Background: an optimization exercise with open tools, aiming at small area, a short achievable clock period and few clock cycles. Do not read the settings as production practice.
No activity file was given, so power comes from the tool's default toggle rates.

== cedar ==
// source_text_tokenizer_top
module source_text_tokenizer_top (
  input  logic        clk_i,
  input  logic        rst_ni,
  input  logic        in_valid,
  output logic        in_ready,
  input  logic [7:0]  in_text_byte,
  input  logic        in_end_of_text,
  output logic        out_valid,
  input  logic        out_ready,
  output logic [5:0]  out_kind,
  output logic [23:0] out_start_offset,
  output logic [15:0] out_token_length,
  output logic [15:0] out_token_line,
  output logic [15:0] out_token_col,
  output logic [7:0]  out_string_byte,
  output logic        out_last
);
==> flow/config.mk <==
export PLATFORM = sky130hd
export DESIGN_NAME = source_text_tokenizer_top
export DESIGN_NICKNAME = source_text_tokenizer_top
export VERILOG_FILES = /design/flow/design.v
export SDC_FILE = /design/flow/constraint.sdc
export NUM_CORES = 4
export LEC_CHECK = 0
export CAP_MARGIN = 20
export CORE_MARGIN = 2
export CORE_UTILIZATION = 60
export PLACE_DENSITY = 0.7
export SLEW_MARGIN = 20
==> flow/constraint.sdc <==
create_clock -name core_clock -period 9.0 [get_ports {clk_i}]
set_input_delay 1.8000 -clock core_clock [delete_from_list [all_inputs] [get_ports {clk_i}]]
set_output_delay 1.8000 -clock core_clock [all_outputs]
set_load 0.01 [all_outputs]
standard.sh (not shown) runs the stock make flow with config.mk's settings and CLKGATE_MAP_FILE= SYNTH_SCRIPT=/design/flow/synth_recipe.tcl, a recipe that flattens the netlist after the stock synthesis.
==> flow/flow/run.sh <==
#!/bin/bash
set -euo pipefail
export BUFFER_PORTS_ARGS="-buffer_cell sky130_fd_sc_hd__buf_1"
export CTS_ARGS="-sink_clustering_enable -repair_clock_nets -dont_use_dummy_load -buf_list sky130_fd_sc_hd__clkbuf_8 -sink_buffer_max_cap_derate 0.6"
export SETUP_SLACK_MARGIN=5.5
bash standard.sh > standard_flow.log 2>&1
--- input diff cedar..amber ---
--- a/flow/design.v
+++ b/flow/design.v
@@ -79,22 +79,54 @@
     case (k)
       0, 7, 8, 15:            l = 3;
       1, 4, 6, 14, 16, 17:    l = 5;
       2, 9, 10:               l = 2;
       3, 5, 11, 12:           l = 4;
       13, 18:                 l = 6;
       19:                     l = 8;
       default:                l = 0;
     endcase
     kw_len = l;
   endfunction
+  function automatic logic [23:0] sat_inc24(input logic [23:0] x, input logic en);
+    logic [5:0] g;
+    logic [23:0] r;
+    logic bc, c;
+    for (int k = 0; k < 6; k++) g[k] = &x[4*k +: 4];
+    bc = en && !(&g);
+    for (int k = 0; k < 6; k++) begin
+      c = bc;
+      for (int j = 0; j < 4; j++) begin
+        r[4*k+j] = x[4*k+j] ^ c;
+        c = c & x[4*k+j];
+      end
+      bc = bc & g[k];
+    end
+    sat_inc24 = r;
+  endfunction
+  function automatic logic [15:0] sat_inc16(input logic [15:0] x, input logic en);
+    logic [3:0] g;
+    logic [15:0] r;
+    logic bc, c;
+    for (int k = 0; k < 4; k++) g[k] = &x[4*k +: 4];
+    bc = en && !(&g);
+    for (int k = 0; k < 4; k++) begin
+      c = bc;
+      for (int j = 0; j < 4; j++) begin
+        r[4*k+j] = x[4*k+j] ^ c;
+        c = c & x[4*k+j];
+      end
+      bc = bc & g[k];
+    end
+    sat_inc16 = r;
+  endfunction
 endpackage
 module stt_kw_match (
   input  logic [7:0]  c_i,        
   input  logic [15:0] len_i,      
   input  logic        open_i,     
   input  logic [stt_pkg::NumKw-1:0] mask_i,
   output logic [stt_pkg::NumKw-1:0] mask_o,
   output logic [5:0]  kind_o      
 );
   logic short_len;
   assign short_len = len_i[15:3] == 13'd0;
@@ -199,25 +231,25 @@
       "}":     single_kind = stt_pkg::KRBrace;
       ";":     single_kind = stt_pkg::KSemi;
       ",":     single_kind = stt_pkg::KComma;
       ".":     single_kind = stt_pkg::KDot;
       "+":     single_kind = stt_pkg::KPlus;
       "-":     single_kind = stt_pkg::KMinus;
       "*":     single_kind = stt_pkg::KStar;
       default: begin single_kind = stt_pkg::KBadChar; is_single = 1'b0; end
     endcase
   end
   assign len_inc = (len_q != stt_pkg::LenMax) ? len_q + 16'd1 : len_q;
-  assign cur_off  = !adv_q ? 24'd0 : (off_q != stt_pkg::OffMax) ? off_q + 24'd1 : off_q;
-  assign cur_line = !adv_q ? 16'd1 : (lastlf_q && line_q != stt_pkg::PosMax) ? line_q + 16'd1 : line_q;
-  assign cur_col  = !adv_q || lastlf_q ? 16'd1 : (col_q != stt_pkg::PosMax) ? col_q + 16'd1 : col_q;
+  assign cur_off  = stt_pkg::sat_inc24(off_q, adv_q);
+  assign cur_line = stt_pkg::sat_inc16(line_q, adv_q && lastlf_q);
+  assign cur_col  = (adv_q && lastlf_q) ? 16'd1 : stt_pkg::sat_inc16(col_q, adv_q);
   stt_kw_match u_kw (
     .c_i(c), .len_i(len_q), .open_i(kw_open), .mask_i(kwm_q), .mask_o(kwm_d), .kind_o(kw_kind)
   );
   always_comb begin
     fall_res = 1'b1;
     fall_kind = single_kind;
     fall_len = 2'd1;
     if (eot) begin
       fall_kind = stt_pkg::KEnd; fall_len = 2'd0;
     end else if (is_blank || is_open || is_hold) begin
       fall_res = 1'b0;
@@ -347,41 +379,41 @@
   assign done_o = !split;
   assign emit = close_res || (fall && fall_res);
   assign advance = done_o && !eot && !halt_d && mode_q != stt_pkg::MEnded;
   logic [1:0]  pos_sel;
   assign pos_sel = close_res ? close_pos : stt_pkg::PosCur;
   logic p_load, p_from_last;
   assign p_load = (emit && pos_sel != stt_pkg::PosRun) || (open_run && !emit) || ppend_q;
   assign p_from_last = ppend_q || (mode_q == stt_pkg::MIdle && pend_q != stt_pkg::PNone);
   always_ff @(posedge clk_i or negedge rst_ni) begin
     if (!rst_ni) begin
       mode_q <= stt_pkg::MIdle; pend_q <= stt_pkg::PNone; halt_q <= 1'b0;
-      adv_q <= 1'b0;
+      off_q <= '0; line_q <= 16'd1; col_q <= 16'd1; adv_q <= 1'b0;
       ov_q <= 1'b0; ppend_q <= 1'b0;
     end else begin
       if (go_i) ppend_q <= open_run && emit;
       if (go_i) begin
         mode_q <= mode_d; pend_q <= pend_d; halt_q <= halt_d;
-        if (advance) adv_q <= 1'b1;
+        if (advance) begin
+          off_q <= cur_off; line_q <= cur_line; col_q <= cur_col; adv_q <= 1'b1;
+        end
       end
       if (go_i) ov_q <= emit;
       else if (out_ready_i) ov_q <= 1'b0;
     end
   end
   always_ff @(posedge clk_i) begin
     if (go_i) begin
       len_q <= len_d;
       kwm_q <= kwm_d;
-      if (advance) begin
-        off_q <= cur_off; line_q <= cur_line; col_q <= cur_col; lastlf_q <= is_lf;
-      end
+      if (advance) lastlf_q <= is_lf;
       if (p_load) begin
         p_off_q  <= p_from_last ? off_q  : cur_off;
         p_line_q <= p_from_last ? line_q : cur_line;
         p_col_q  <= p_from_last ? col_q  : cur_col;
       end
       if (emit) begin
         kind_q <= close_res ? close_kind : fall_kind;
         lsel_q <= close_res ? close_len : fall_len;
         sb_q <= sb;
         last_q <= !more;
       end
## What came out
Any difference in sequential power between cedar and amber is small enough to ignore.
Delta (amber minus cedar): y dimension of the die saw a decrease, worst hold slack went down 0.012 ns, final design instance area without fill now smaller, multi-input logic portion of the cell area went up, post-synthesis to final-layout area growth rose by 0.53 points.
The total design power in amber sits about 24% above the value recorded for cedar.
The non-clock buffer area fraction after layout was comparable across cedar and amber.
Register fraction of the total cell area: amber vs cedar down 0.79 points
amber: flow completed, timing, DRC and antenna clean
Diff cedar and amber: worst vdd rail ir drop higher in amber
No functional check of the RTL was part of any run of this note.

==> re-timing with driven ports <==
The results above use ideal ports. As a check the final layouts listed here were re-extracted and re-timed, cells and wires unchanged.
Step 1, drivers: a clkbuf_16 drives clk_i and a buf_2 each remaining input, both assumed.
Step 2 also shifts input and output timing later by t, the mid clock arrival at the registers, as if the neighbouring blocks saw the same clock.
a / b / c = no drivers / after step 1 / after step 2; a / b = the first two.
| run | shift t [ns] | setup slack, ns | worst setup path at the end |
|---|---|---|---|
| cedar | 0.503 | 5.518 / 5.518 / 5.151 | input to register |
| amber | 0.504 | 5.527 / 5.509 / 5.005 | input to register |
After both steps setup and hold are still met in every run listed. For amber, which loses most, drivers alone change the setup slack by -0.018 ns; drivers and shift together by -0.522 ns.
